Background: an optimization exercise with open tools, aiming at small area. Do not read the settings as production practice. Only simulation tests tie the RTL to the original design; equivalence was not proved. Power is estimated from default activity; no workload was simulated.

**flow/run.sh**
```bash
#!/bin/bash
# synth_recipe.tcl (not shown) runs the flow's synth.tcl, then flattens the netlist and writes it again
# the make line also repeats each setting of config.mk as NAME=value (left out here)
make -C /OpenROAD-flow-scripts/flow DESIGN_CONFIG=/design/flow/config.mk WORK_HOME=/design/flow/orfs CLKGATE_MAP_FILE= SYNTH_SCRIPT=/design/flow/synth_recipe.tcl finish
```
**flow/config.mk**
```make
export PLATFORM = sky130hd
export DESIGN_NAME = bomber_top
export DESIGN_NICKNAME = bomber_top
export VERILOG_FILES = /design/flow/design.v
export SDC_FILE = /design/flow/constraint.sdc
export NUM_CORES = 8
export LEC_CHECK = 0
export CAP_MARGIN = 20
export CORE_MARGIN = 2
export CORE_UTILIZATION = 30
export SLEW_MARGIN = 20
```
**flow/constraint.sdc**
```tcl
create_clock -name core_clock -period 12.0 [get_ports {clk}]
set_input_delay 2.4000 -clock core_clock [delete_from_list [all_inputs] [get_ports {clk}]]
set_output_delay 2.4000 -clock core_clock [all_outputs]
set_load 0.01 [all_outputs]
```
**flow/design.v**
```verilog
package bomber_pkg;
	localparam int GRID_W     = 12;
	localparam int GRID_H     = 9;
	localparam int CELL_COUNT = 108;
	localparam int COL_W      = 4;
	localparam int ROW_W      = 4;
	localparam int IDX_W      = 7;
	localparam int SLOTS        = 4;
	localparam int BLAST_RANGE  = 2;
	localparam int FUSE_CYCLES  = 64;
	localparam int BLAST_CYCLES = 16;
	localparam int DEAD_CYCLES  = 4;
	localparam int TIMER_W      = 7;
	localparam logic [2:0] CELL_FLOOR  = 3'd0;
	localparam logic [2:0] CELL_WALL   = 3'd1;
	localparam logic [2:0] CELL_BOX    = 3'd2;
	localparam logic [2:0] CELL_BUBBLE = 3'd3;
	localparam logic [2:0] CELL_BLAST  = 3'd4;
	localparam logic [2:0] OP_UP     = 3'd0;
	localparam logic [2:0] OP_DOWN   = 3'd1;
	localparam logic [2:0] OP_LEFT   = 3'd2;
	localparam logic [2:0] OP_RIGHT  = 3'd3;
	localparam logic [2:0] OP_BUBBLE = 3'd4;
	localparam logic [1:0] SLOT_IDLE  = 2'd0;
	localparam logic [1:0] SLOT_FUSE  = 2'd1;
	localparam logic [1:0] SLOT_BLAST = 2'd2;
	localparam logic [11:0] ADDR_CMD      = 12'h000;
	localparam logic [11:0] ADDR_STATUS   = 12'h004;
	localparam logic [11:0] ADDR_P1_POS   = 12'h008;
	localparam logic [11:0] ADDR_P2_POS   = 12'h00C;
	localparam logic [11:0] ADDR_MAP_BASE = 12'h100;
endpackage
`timescale 1ns/1ns
import bomber_pkg::*;
module arena_map
(
	input  logic                  clk,
	input  logic                  rst,
	input  logic [CELL_COUNT-1:0] box_clear_i,
	input  logic [CELL_COUNT-1:0] bubble_cells_i,
	input  logic [CELL_COUNT-1:0] blast_cells_i,
	input  logic [IDX_W-1:0]      p1_target_idx_i,
	input  logic [IDX_W-1:0]      p2_target_idx_i,
	input  logic [IDX_W-1:0]      rd_idx_i,
	output logic [2:0]            p1_target_cell_o,
	output logic [2:0]            p2_target_cell_o,
	output logic [2:0]            rd_cell_o,
	output logic [CELL_COUNT-1:0] terrain_wall_o,
	output logic [CELL_COUNT-1:0] terrain_box_o
);
	logic [2:0] terrain [CELL_COUNT];
	logic [2:0] view [CELL_COUNT];
	function automatic logic [2:0] layout_cell(input int row, input int col);
		if ((row % 2) == 1 && (col % 2) == 1)
			layout_cell = CELL_WALL;
		else if (col == 5 || col == 6)
			layout_cell = CELL_BOX;
		else
			layout_cell = CELL_FLOOR;
	endfunction
	always_ff @(posedge clk or posedge rst) begin
		if (rst) begin
			for (int r = 0; r < GRID_H; r++)
				for (int c = 0; c < GRID_W; c++)
					terrain[r * GRID_W + c] <= layout_cell(r, c);
		end else begin
			for (int n = 0; n < CELL_COUNT; n++)
				if (box_clear_i[n])
					terrain[n] <= CELL_FLOOR;
		end
	end
	for (genvar n = 0; n < CELL_COUNT; n++) begin : g_cell
		assign terrain_wall_o[n] = (terrain[n] == CELL_WALL);
		assign terrain_box_o[n]  = (terrain[n] == CELL_BOX);
		assign view[n] = blast_cells_i[n]  ? CELL_BLAST :
		                 bubble_cells_i[n] ? CELL_BUBBLE : terrain[n];
	end
	always_comb begin
		p1_target_cell_o = (p1_target_idx_i < CELL_COUNT) ? view[p1_target_idx_i] : CELL_WALL;
		p2_target_cell_o = (p2_target_idx_i < CELL_COUNT) ? view[p2_target_idx_i] : CELL_WALL;
		rd_cell_o        = (rd_idx_i < CELL_COUNT) ? view[rd_idx_i] : CELL_WALL;
	end
endmodule
`timescale 1ns/1ns
import bomber_pkg::*;
module player_ctrl
#(
	parameter int START_COL = 0,
	parameter int START_ROW = 0
) (
	input  logic             clk,
	input  logic             rst,
	input  logic             cmd_valid_i,
	input  logic [2:0]     cmd_op_i,
	input  logic [2:0]       target_cell_i,
	input  logic             in_blast_i,
	output logic [IDX_W-1:0] target_idx_o,
	output logic [IDX_W-1:0] cell_idx_o,
	output logic [COL_W-1:0] col_o,
	output logic [ROW_W-1:0] row_o,
	output logic             bubble_req_o,
	output logic             dead_o
);
	logic [COL_W-1:0] next_col;
	logic [ROW_W-1:0] next_row;
	logic             is_move;
	logic             at_edge;
	logic             move_ok;
	logic [$clog2(DEAD_CYCLES):0] dead_cnt;
	always_comb begin
		next_col = col_o;
		next_row = row_o;
		is_move  = 1'b1;
		at_edge  = 1'b0;
		case (cmd_op_i)
			OP_UP:    if (row_o == '0) at_edge = 1'b1; else next_row = row_o - 1'b1;
			OP_DOWN:  if (row_o == ROW_W'(GRID_H - 1)) at_edge = 1'b1; else next_row = row_o + 1'b1;
			OP_LEFT:  if (col_o == '0) at_edge = 1'b1; else next_col = col_o - 1'b1;
			OP_RIGHT: if (col_o == COL_W'(GRID_W - 1)) at_edge = 1'b1; else next_col = col_o + 1'b1;
			default:  is_move = 1'b0;
		endcase
	end
	assign target_idx_o = IDX_W'(next_row * GRID_W + next_col);
	assign cell_idx_o   = IDX_W'(row_o * GRID_W + col_o);
	assign move_ok = is_move && !at_edge &&
	                 (target_cell_i == CELL_FLOOR || target_cell_i == CELL_BLAST);
	always_ff @(posedge clk or posedge rst) begin
		if (rst) begin
			col_o        <= COL_W'(START_COL);
			row_o        <= ROW_W'(START_ROW);
			bubble_req_o <= 1'b0;
			dead_o       <= 1'b0;
			dead_cnt     <= '0;
		end else begin
			bubble_req_o <= cmd_valid_i && !dead_o && cmd_op_i == OP_BUBBLE;
			if (cmd_valid_i && !dead_o && move_ok) begin
				col_o <= next_col;
				row_o <= next_row;
			end
			if (!dead_o) begin
				if (!in_blast_i)
					dead_cnt <= '0;
				else if (dead_cnt == DEAD_CYCLES - 1)
					dead_o <= 1'b1;
				else
					dead_cnt <= dead_cnt + 1'b1;
			end
		end
	end
endmodule
`timescale 1ns/1ns
import bomber_pkg::*;
module bubble_slots
(
	input  logic                         clk,
	input  logic                         rst,
	input  logic                         p1_req_i,
	input  logic                         p2_req_i,
	input  logic [IDX_W-1:0]             p1_idx_i,
	input  logic [IDX_W-1:0]             p2_idx_i,
	input  logic [CELL_COUNT-1:0]        blast_cells_i,
	output logic [SLOTS-1:0]             burst_mask_o,
	output logic [SLOTS-1:0][IDX_W-1:0]  slot_idx_o,
	output logic [CELL_COUNT-1:0]        bubble_cells_o
);
	logic [1:0]   state [SLOTS];
	logic [TIMER_W-1:0] timer [SLOTS];
	logic [SLOTS-1:0]   grant;
	logic               p1_grant;
	always_comb begin
		bubble_cells_o = '0;
		for (int s = 0; s < SLOTS; s++) begin
			burst_mask_o[s] = (state[s] == SLOT_BLAST);
			if (state[s] != SLOT_IDLE)
				bubble_cells_o[slot_idx_o[s]] = 1'b1;
		end
	end
	always_comb begin
		grant = '0;
		if (p1_req_i && !bubble_cells_o[p1_idx_i]) begin
			if (state[0] == SLOT_IDLE) grant[0] = 1'b1;
			else if (state[1] == SLOT_IDLE) grant[1] = 1'b1;
		end
		p1_grant = grant[0] | grant[1];
		if (p2_req_i && !bubble_cells_o[p2_idx_i] && !(p1_grant && p1_idx_i == p2_idx_i)) begin
			if (state[2] == SLOT_IDLE) grant[2] = 1'b1;
			else if (state[3] == SLOT_IDLE) grant[3] = 1'b1;
		end
	end
	always_ff @(posedge clk or posedge rst) begin
		if (rst) begin
			for (int s = 0; s < SLOTS; s++) begin
				state[s] <= SLOT_IDLE;
				timer[s] <= '0;
			end
		end else begin
			for (int s = 0; s < SLOTS; s++) begin
				case (state[s])
					SLOT_IDLE: if (grant[s]) begin
						state[s] <= SLOT_FUSE;
						timer[s] <= TIMER_W'(FUSE_CYCLES - 1);
					end
					SLOT_FUSE: if (timer[s] == '0 || blast_cells_i[slot_idx_o[s]]) begin
						state[s] <= SLOT_BLAST;
						timer[s] <= TIMER_W'(BLAST_CYCLES - 1);
					end else begin
						timer[s] <= timer[s] - 1'b1;
					end
					SLOT_BLAST: if (timer[s] == '0) state[s] <= SLOT_IDLE;
						else timer[s] <= timer[s] - 1'b1;
					default: state[s] <= SLOT_IDLE;
				endcase
			end
		end
	end
	always_ff @(posedge clk) begin
		for (int s = 0; s < SLOTS; s++)
			if (grant[s])
				slot_idx_o[s] <= (s < 2) ? p1_idx_i : p2_idx_i;
	end
endmodule
`timescale 1ns/1ns
import bomber_pkg::*;
module blast_spread
(
	input  logic                        clk,
	input  logic                        rst,
	input  logic [SLOTS-1:0]            burst_mask_i,
	input  logic [SLOTS-1:0][IDX_W-1:0] slot_idx_i,
	input  logic [CELL_COUNT-1:0]       terrain_wall_i,
	input  logic [CELL_COUNT-1:0]       terrain_box_i,
	output logic [CELL_COUNT-1:0]       blast_cells_o,
	output logic [CELL_COUNT-1:0]       box_clear_o
);
	logic [CELL_COUNT-1:0] walk_blast [SLOTS];
	logic [CELL_COUNT-1:0] walk_clear [SLOTS];
	logic [CELL_COUNT-1:0] held_blast [SLOTS];
	logic [CELL_COUNT-1:0] held_clear [SLOTS];
	logic [ROW_W-1:0] cen_r [SLOTS];
	logic [COL_W-1:0] cen_c [SLOTS];
	function automatic logic at_cell(input logic [ROW_W-1:0] sr, input logic [COL_W-1:0] sc,
		input int r, input int c);
		at_cell = (r >= 0 && c >= 0 && r < 16 && c < 16) && (int'(sr) == r) && (int'(sc) == c);
	endfunction
	always_comb begin
		logic arm;
		for (int s = 0; s < SLOTS; s++) begin
			cen_c[s] = COL_W'(slot_idx_i[s] % GRID_W);
			cen_r[s] = ROW_W'(slot_idx_i[s] / GRID_W);
			walk_blast[s] = '0;
			walk_clear[s] = '0;
			for (int r = 0; r < GRID_H; r++) begin
				for (int c = 0; c < GRID_W; c++) begin
					arm = 1'b0;
					if (!terrain_wall_i[r * GRID_W + c]) begin
						arm = at_cell(cen_r[s], cen_c[s], r + 1, c) || at_cell(cen_r[s], cen_c[s], r - 1, c) ||
						      at_cell(cen_r[s], cen_c[s], r, c + 1) || at_cell(cen_r[s], cen_c[s], r, c - 1);
						if (r + 1 < GRID_H && !terrain_wall_i[(r + 1) * GRID_W + c] && !terrain_box_i[(r + 1) * GRID_W + c])
							arm = arm || at_cell(cen_r[s], cen_c[s], r + 2, c);
						if (r - 1 >= 0 && !terrain_wall_i[(r - 1) * GRID_W + c] && !terrain_box_i[(r - 1) * GRID_W + c])
							arm = arm || at_cell(cen_r[s], cen_c[s], r - 2, c);
						if (c + 1 < GRID_W && !terrain_wall_i[r * GRID_W + c + 1] && !terrain_box_i[r * GRID_W + c + 1])
							arm = arm || at_cell(cen_r[s], cen_c[s], r, c + 2);
						if (c - 1 >= 0 && !terrain_wall_i[r * GRID_W + c - 1] && !terrain_box_i[r * GRID_W + c - 1])
							arm = arm || at_cell(cen_r[s], cen_c[s], r, c - 2);
					end
					walk_blast[s][r * GRID_W + c] = arm || (slot_idx_i[s] == IDX_W'(r * GRID_W + c));
					walk_clear[s][r * GRID_W + c] = arm && terrain_box_i[r * GRID_W + c];
				end
			end
		end
	end
	always_ff @(posedge clk or posedge rst) begin
		if (rst) begin
			for (int s = 0; s < SLOTS; s++) begin
				held_blast[s] <= '0;
				held_clear[s] <= '0;
			end
		end else begin
			for (int s = 0; s < SLOTS; s++) begin
				if (!burst_mask_i[s]) begin
					held_blast[s] <= '0;
					held_clear[s] <= '0;
				end else if (held_blast[s] == '0) begin
					held_blast[s] <= walk_blast[s];
					held_clear[s] <= walk_clear[s];
				end
			end
		end
	end
	always_comb begin
		blast_cells_o = '0;
		box_clear_o   = '0;
		for (int s = 0; s < SLOTS; s++) begin
			blast_cells_o = blast_cells_o | held_blast[s];
			box_clear_o   = box_clear_o | held_clear[s];
		end
	end
endmodule
`timescale 1ns/1ns
import bomber_pkg::*;
module apb_regs
(
	input  logic             clk,
	input  logic             rst,
	input  logic [11:0]      paddr_i,
	input  logic             psel_i,
	input  logic             penable_i,
	input  logic             pwrite_i,
	input  logic [31:0]      pwdata_i,
	output logic [31:0]      prdata_o,
	output logic             pready_o,
	output logic             pslverr_o,
	input  logic [COL_W-1:0] p1_col_i,
	input  logic [ROW_W-1:0] p1_row_i,
	input  logic [COL_W-1:0] p2_col_i,
	input  logic [ROW_W-1:0] p2_row_i,
	input  logic             p1_dead_i,
	input  logic             p2_dead_i,
	input  logic [2:0]       rd_cell_i,
	output logic [IDX_W-1:0] rd_idx_o,
	output logic [2:0]     cmd_op_o,
	output logic             p1_cmd_valid_o,
	output logic             p2_cmd_valid_o
);
	logic        access;
	logic        in_map;
	logic        addr_err;
	logic [11:0] map_off;
	logic [31:0] rd_data;
	assign access   = psel_i & penable_i;
	assign pready_o = 1'b1;
	assign map_off  = paddr_i - ADDR_MAP_BASE;
	assign in_map   = paddr_i >= ADDR_MAP_BASE && paddr_i[1:0] == 2'b00 &&
	                  paddr_i < ADDR_MAP_BASE + 12'(4 * CELL_COUNT);
	assign rd_idx_o = map_off[IDX_W+1:2];
	always_comb begin
		rd_data  = '0;
		addr_err = 1'b0;
		case (paddr_i)
			ADDR_CMD:    addr_err = !pwrite_i;
			ADDR_STATUS: begin
				rd_data  = {30'd0, p2_dead_i, p1_dead_i};
				addr_err = pwrite_i;
			end
			ADDR_P1_POS: begin
				rd_data  = {20'd0, p1_row_i, 4'd0, p1_col_i};
				addr_err = pwrite_i;
			end
			ADDR_P2_POS: begin
				rd_data  = {20'd0, p2_row_i, 4'd0, p2_col_i};
				addr_err = pwrite_i;
			end
			default: begin
				rd_data  = {29'd0, rd_cell_i};
				addr_err = pwrite_i || !in_map;
			end
		endcase
	end
	assign prdata_o  = (access && !pwrite_i) ? rd_data : '0;
	assign pslverr_o = access & addr_err;
	always_ff @(posedge clk or posedge rst) begin
		if (rst) begin
			cmd_op_o       <= OP_UP;
			p1_cmd_valid_o <= 1'b0;
			p2_cmd_valid_o <= 1'b0;
		end else begin
			p1_cmd_valid_o <= 1'b0;
			p2_cmd_valid_o <= 1'b0;
			if (access && pwrite_i && paddr_i == ADDR_CMD) begin
				cmd_op_o       <= pwdata_i[2:0];
				p1_cmd_valid_o <= !pwdata_i[4];
				p2_cmd_valid_o <= pwdata_i[4];
			end
		end
	end
endmodule
`timescale 1ns/1ns
import bomber_pkg::*;
module bomber_top
(
	input  logic        clk,
	input  logic        rst,
	input  logic [11:0] paddr_i,
	input  logic        psel_i,
	input  logic        penable_i,
	input  logic        pwrite_i,
	input  logic [31:0] pwdata_i,
	output logic [31:0] prdata_o,
	output logic        pready_o,
	output logic        pslverr_o
);
	logic [2:0]                cmd_op;
	logic                        p1_cmd_valid;
	logic                        p2_cmd_valid;
	logic [2:0]                  p1_target_cell;
	logic [2:0]                  p2_target_cell;
	logic [2:0]                  rd_cell;
	logic [IDX_W-1:0]            p1_target_idx;
	logic [IDX_W-1:0]            p2_target_idx;
	logic [IDX_W-1:0]            p1_cell_idx;
	logic [IDX_W-1:0]            p2_cell_idx;
	logic [IDX_W-1:0]            rd_idx;
	logic [COL_W-1:0]            p1_col;
	logic [COL_W-1:0]            p2_col;
	logic [ROW_W-1:0]            p1_row;
	logic [ROW_W-1:0]            p2_row;
	logic                        p1_bubble_req;
	logic                        p2_bubble_req;
	logic                        p1_dead;
	logic                        p2_dead;
	logic [SLOTS-1:0]            burst_mask;
	logic [SLOTS-1:0][IDX_W-1:0] slot_idx;
	logic [CELL_COUNT-1:0]       bubble_cells;
	logic [CELL_COUNT-1:0]       blast_cells;
	logic [CELL_COUNT-1:0]       box_clear;
	logic [CELL_COUNT-1:0]       terrain_wall;
	logic [CELL_COUNT-1:0]       terrain_box;
	arena_map u_arena_map (
		.clk, .rst,
		.box_clear_i(box_clear), .bubble_cells_i(bubble_cells), .blast_cells_i(blast_cells),
		.p1_target_idx_i(p1_target_idx), .p2_target_idx_i(p2_target_idx), .rd_idx_i(rd_idx),
		.p1_target_cell_o(p1_target_cell), .p2_target_cell_o(p2_target_cell),
		.rd_cell_o(rd_cell), .terrain_wall_o(terrain_wall), .terrain_box_o(terrain_box)
	);
	player_ctrl #(.START_COL(0), .START_ROW(0)) u_player1 (
		.clk, .rst, .cmd_valid_i(p1_cmd_valid), .cmd_op_i(cmd_op),
		.target_cell_i(p1_target_cell), .in_blast_i(blast_cells[p1_cell_idx]),
		.target_idx_o(p1_target_idx), .cell_idx_o(p1_cell_idx), .col_o(p1_col),
		.row_o(p1_row), .bubble_req_o(p1_bubble_req), .dead_o(p1_dead)
	);
	player_ctrl #(.START_COL(GRID_W - 1), .START_ROW(GRID_H - 1)) u_player2 (
		.clk, .rst, .cmd_valid_i(p2_cmd_valid), .cmd_op_i(cmd_op),
		.target_cell_i(p2_target_cell), .in_blast_i(blast_cells[p2_cell_idx]),
		.target_idx_o(p2_target_idx), .cell_idx_o(p2_cell_idx), .col_o(p2_col),
		.row_o(p2_row), .bubble_req_o(p2_bubble_req), .dead_o(p2_dead)
	);
	bubble_slots u_bubble_slots (
		.clk, .rst, .p1_req_i(p1_bubble_req), .p2_req_i(p2_bubble_req),
		.p1_idx_i(p1_cell_idx), .p2_idx_i(p2_cell_idx), .blast_cells_i(blast_cells),
		.burst_mask_o(burst_mask), .slot_idx_o(slot_idx), .bubble_cells_o(bubble_cells)
	);
	blast_spread u_blast_spread (
		.clk, .rst, .burst_mask_i(burst_mask), .slot_idx_i(slot_idx),
		.terrain_wall_i(terrain_wall), .terrain_box_i(terrain_box),
		.blast_cells_o(blast_cells), .box_clear_o(box_clear)
	);
	apb_regs u_apb_regs (
		.clk, .rst, .paddr_i, .psel_i, .penable_i, .pwrite_i, .pwdata_i,
		.prdata_o, .pready_o, .pslverr_o,
		.p1_col_i(p1_col), .p1_row_i(p1_row), .p2_col_i(p2_col), .p2_row_i(p2_row),
		.p1_dead_i(p1_dead), .p2_dead_i(p2_dead), .rd_cell_i(rd_cell), .rd_idx_o(rd_idx),
		.cmd_op_o(cmd_op), .p1_cmd_valid_o(p1_cmd_valid), .p2_cmd_valid_o(p2_cmd_valid)
	);
endmodule
```
==> impl_metrics.xml <==
<?xml version="1.0" encoding="UTF-8"?>
<metrics>
  <group name="outcome">
    <metric name="outcome" unit="">no timing/DRC/antenna violations</metric>
  </group>
  <group name="die">
    <metric name="placeableCoreArea" unit="um^2">176300</metric>
    <metric name="die_height" unit="um">425.2</metric>
    <metric name="fp-row-count" unit="">154</metric>
    <metric name="fp.dieW" unit="um">425.2</metric>
    <metric name="initial_utilization" unit="">0.3019</metric>
    <metric name="fp.dieArea" unit="um^2">180800</metric>
    <metric name="io_pins" unit="">83</metric>
  </group>
  <group name="global_routing">
    <metric name="grt_start_max_net_pins" unit="">160</metric>
    <metric name="wire_length_of_the_first_global_routing_pass" unit="um">632900</metric>
    <metric name="number_of_antenna_violations_at_the_first_check_in_global_routing" unit="">62</metric>
    <metric name="groute.usage.overall" unit="">0.5239</metric>
    <metric name="via_count_of_the_first_global_routing_pass" unit="">64038</metric>
    <metric name="grt.overflow.total" unit="">0</metric>
  </group>
  <group name="critical_path">
    <metric name="critPathMaxStageDelay" unit="ps">890</metric>
    <metric name="rr_worst_depth" unit="">16</metric>
    <metric name="arrival" unit="ps">8790</metric>
    <metric name="timing.critical_path.fanout_max" unit="">10</metric>
    <metric name="cp-end-kind" unit="">output pin</metric>
    <metric name="cp.buffers_inverters" unit="">4</metric>
    <metric name="cp_cell_sequence" unit="">inv_2 &gt; ha_1 &gt; buf_4 &gt; nor3b_4 &gt; a21oi_2 &gt; o22ai_1 &gt; o22ai_1 &gt; nor2_2 &gt; nor2_1 &gt; a22oi_1 &gt; o221ai_1 &gt; or3_1 &gt; nor4_1 &gt; a21boi_0 &gt; buf_4 &gt; a221oi_1 &gt; clkdlybuf4s50_1</metric>
    <metric name="cp_num_cells" unit="">17</metric>
    <metric name="critPathKind" unit="">reg -&gt; out</metric>
    <metric name="timing.critical_path.required" unit="ps">9600</metric>
    <metric name="path_delay_family" unit="">simple AND/OR/NAND/NOR gates</metric>
    <metric name="sort_of_element_at_the_start_of_the_critical_path" unit="">flop</metric>
    <metric name="timing.critical_path.slowest_stage_cell" unit="">ha_1</metric>
  </group>
  <group name="pwr">
    <metric name="sequentialPowerShare" unit="">0.426</metric>
    <metric name="power.share.switching" unit="">0.2540</metric>
    <metric name="power" unit="mW">4.755</metric>
    <metric name="irDropWorstVdd" unit="uV">174.1</metric>
    <metric name="clock_power_share" unit="">0.550</metric>
    <metric name="power-per-cell-area" unit="nW/um^2">76.63</metric>
    <metric name="power.share.combinational" unit="">0.024</metric>
    <metric name="power.switching" unit="mW">1.208</metric>
    <metric name="cell_internal_pwr" unit="mW">3.547</metric>
    <metric name="cellLeakagePower" unit="nW">22.94</metric>
  </group>
  <group name="timing">
    <metric name="fin_hold_ws" unit="ps">404.7</metric>
    <metric name="finalWorstPathRequiredPeriod" unit="ps">11190</metric>
    <metric name="post-route-period-util" unit="">0.9328</metric>
    <metric name="report.final.setup_viol" unit="">0</metric>
    <metric name="actual_slew_at_the_worst_max_slew_pin" unit="ps">1415</metric>
    <metric name="achievable-frequency" unit="GHz">0.08934</metric>
    <metric name="slew_headroom" unit="">0.05305</metric>
    <metric name="setup_tns_after_final_layout" unit="ps">0</metric>
    <metric name="unrepaired_setup_endpoints_after_global_routing" unit="">false</metric>
    <metric name="hold_viol" unit="">0</metric>
    <metric name="final_max_slew_viol_count" unit="">0</metric>
    <metric name="fin_worst_skew" unit="ps">77.80</metric>
    <metric name="final_critical_path_setup_slack" unit="ps">806.7</metric>
  </group>
  <group name="final_layout">
    <metric name="final_nets" unit="">7062</metric>
    <metric name="n_fill_cell" unit="">18627</metric>
    <metric name="design_area" unit="um^2">62060</metric>
    <metric name="most_common_library_cell_in_the_layout_ignoring_fill_and_taps" unit="">nor2_1</metric>
    <metric name="layout.cells.most_common_list" unit="">nor2_1 (985), nand2_1 (602), dfrtp_1 (550)</metric>
    <metric name="area_growth_syn_to_layout" unit="%">16.58</metric>
    <metric name="layout-drive-gt1-share" unit="">0.1587</metric>
  </group>
  <group name="synthesis">
    <metric name="synthesis.yosys.warnings" unit="">224</metric>
    <metric name="synth_seq_area_share" unit="">0.2837</metric>
    <metric name="yosysUniqueCellTypes" unit="">114</metric>
    <metric name="total_of_flip_flops_plus_latches_after_synthesis" unit="">597</metric>
    <metric name="dominantRegCellSynth" unit="">dfrtp_1</metric>
    <metric name="share_of_synthesized_registers_carrying_an_async_set_or_reset" unit="">0.9531</metric>
    <metric name="synthCells" unit="">6816</metric>
    <metric name="post_synthesis_cell_area" unit="um^2">53230</metric>
    <metric name="synth_edf_count" unit="">28</metric>
    <metric name="syn-mean-instance-area" unit="um^2">7.810</metric>
  </group>
  <group name="placement">
    <metric name="hpwl" unit="um">378800</metric>
    <metric name="portBuffers" unit="">29</metric>
    <metric name="globalplace.congestion" unit="">1.144</metric>
    <metric name="placement.cell_area" unit="um^2">58930</metric>
    <metric name="post-place-ws" unit="ps">2072</metric>
  </group>
  <group name="detailed_routing">
    <metric name="drtIter0Drc" unit="">13293</metric>
    <metric name="wl" unit="um">486100</metric>
    <metric name="routed_via_density" unit="">7.488</metric>
    <metric name="wl_per_cell" unit="um">51.75</metric>
    <metric name="firstDrtPassIters" unit="">15</metric>
    <metric name="ant_nets" unit="">0</metric>
    <metric name="vias" unit="">70333</metric>
    <metric name="route.detailed.drc" unit="">0</metric>
  </group>
  <group name="cts">
    <metric name="holdBufCountCts" unit="">0</metric>
    <metric name="cts_tree" unit="">built</metric>
    <metric name="root_buffer" unit="">clkbuf_16</metric>
    <metric name="clock_tree.buffer_depth" unit="">3</metric>
    <metric name="cts_inserted_buffers" unit="">76</metric>
    <metric name="clkSlewWorstSetupHoldPaths" unit="ps">70</metric>
    <metric name="insertion_delay" unit="ps">790</metric>
    <metric name="cts_post_setup_buffers_inserted" unit="">0</metric>
    <metric name="post_cts_resize_count" unit="">0</metric>
    <metric name="cts_sinks" unit="">597</metric>
    <metric name="htreeDepth" unit="">3</metric>
  </group>
  <group name="flow_run">
    <metric name="timing.max_cap.violations" unit="">0</metric>
  </group>
  <group name="min_path">
    <metric name="worstHoldPathType" unit="">reg -&gt; reg</metric>
    <metric name="min_path_cells" unit="">1</metric>
  </group>
</metrics>
==> power by group through the flow <==
| stage | registers (mW) | logic [mW] | clock network [mW] |
|---|---|---|---|
| global route | 2.02 | 0.124 | 2.70 |
| detailed placement | 2.06 | 0.115 | 0 |
| floorplan | 2.06 | 0.0664 | 0 |
| CTS | 2.02 | 0.115 | 2.62 |
| finish | 2.02 | 0.116 | 2.61 |
| global placement | 2.06 | 0.115 | 0 |
==> cells in the mapped netlist (75+ instances only) <==
cell / count / area share
and2_1: 84 / 0.0099
a21oi_1: 525 / 0.049
a22o_1: 94 / 0.015
nor4_1: 284 / 0.033
inv_1: 113 / 0.0080
o32ai_1: 75 / 0.012
o21ai_0: 458 / 0.043
o22ai_1: 284 / 0.033
ha_1: 83 / 0.020
a22oi_1: 94 / 0.013
nand3_1: 139 / 0.013
nor3_1: 274 / 0.026
a31oi_1: 112 / 0.013
nor2_1: 995 / 0.070
mux4_2: 188 / 0.080
clkbuf_1: 411 / 0.029
dfrtp_1: 551 / 0.26
nand2_1: 605 / 0.043
==> cells by family after synthesis <==
| logic type | count (synthesis) | share of synthesized area |
|---|---|---|
| other | 2 | 0.0001411 |
| xor gates and xnor gates | 63 | 0.01062 |
| muxes | 241 | 0.09012 |
| and+or+nand+nor | 2842 | 0.2547 |
| adders and majority gates | 91 | 0.02252 |
| AOI/OAI and AO/OA | 2327 | 0.2890 |
| DFF | 597 | 0.2837 |
| buffers and inverters | 653 | 0.04917 |
==> layout make-up <==
class	count	area, um^2	share of cell area
antenna	70	175.2	0.002823
clock buffer	99	2108	0.03397
clock inverter	40	654.4	0.01054
inverter	132	503.0	0.008105
multi-input combinational	5589	36490	0.5880
sequential	597	15100	0.2434
tap	2340	2928	0.04718
timing repair buffer	526	4095	0.06599
==> final timing paths <==
check	start	endpoint	slack, ps
worst min register to register	u_blast_spread.held_clear[3][77]	u_arena_map.terrain[77][1]	400
worst min-delay path	u_blast_spread.held_clear[3][77]	u_arena_map.terrain[77][1]	400
min in group asynchronous	rst	u_blast_spread.held_blast[0][66]	1920
worst max-delay path	u_bubble_slots.slot_idx_o[15]	prdata_o[0]	810
max in group asynchronous	rst	u_bubble_slots.state[1][1]	7930
worst max register to register	u_bubble_slots.slot_idx_o[7]	u_bubble_slots.slot_idx_o[17]	3770
==> sequential cells by signal, summed over array words and instances (netlist names) <==
name and flops:
u_player2.col_o 4, u_blast_spread.held_blast 432, u_player1.row_o 4, u_player2.bubble_req_o 1
u_apb_regs.cmd_op_o 3, u_player1.dead_cnt 3, u_bubble_slots.state 8, u_blast_spread.held_clear 56
u_player1.col_o 4, u_arena_map.terrain 14, u_player2.dead_cnt 3, u_player2.row_o 4
u_apb_regs.p2_cmd_valid_o 1, u_player1.bubble_req_o 1, u_bubble_slots.timer 28, u_player2.dead_o 1
u_bubble_slots.slot_idx_o 28, u_apb_regs.p1_cmd_valid_o 1, u_player1.dead_o 1
==> worst reg2reg max path: stages, from the launching register on <==
cell	delay (ps)
edfxtp_1	580
inv_2	90
buf_4	440
ha_1	240
buf_4	280
nor3b_2	750
nand2_1	630
nand3_1	740
o22ai_1	360
nor2_1	1160
mux4_2	460
nand2_1	130
a221oi_1	310
o31ai_1	280
nor3_2	370
nand2_1	330
nor2_1	740
==> through the flow <==
| stage | util | std cells |
|---|---|---|
| final | 0.3520 | 9393 |
| after global routing | 0.3512 | 9335 |
| after CTS | 0.3499 | 9314 |
| after detailed placement | 0.3343 | 9175 |
| after global placement | 0.3341 | 9174 |
| after floorplan | - | 6839 |
==> routing by layer <==
| metal | wire [um] | up-vias | track usage |
|---|---|---|---|
| met5 | 1362 | - | 0.03704 |
| met3 | 61200 | 2376 | 0.2210 |
| li1 | - | 26490 | - |
| met1 | 161800 | 34594 | 0.5675 |
| met4 | 64920 | 36 | 0.5234 |
| met2 | 196800 | 6837 | 0.7513 |

what the ideal ports hide:
How much do the figures lean on ideal ports? The routed layout below was timed once more, with nothing changed but the port constraints. Step 1 (the two cells are an assumption about what drives the block):
set clk [get_ports {clk}]
set_driving_cell -lib_cell sky130_fd_sc_hd__clkbuf_16 $clk
set_driving_cell -lib_cell sky130_fd_sc_hd__buf_2 [delete_from_list [all_inputs] $clk]
Step 2, shift: input delay + t, output delay - t, t = (earliest + latest rising clock arrival at the registers) / 2. This alone moves slack from input paths to output paths. Slacks: ideal / step 1 / step 2; pairs: ideal / step 1.
t, ns: 0.853
setup WS [ns]: 0.807 / 0.708 / 1.561
hold WS [ns]: 0.405 / 0.405 / 0.405
slew at the worst register clock pin (ns): 0.07 / 0.07
After both steps this run still meets setup and hold. The setup slack of this run moves by -0.099 ns with the drivers and by +0.754 ns with both steps.
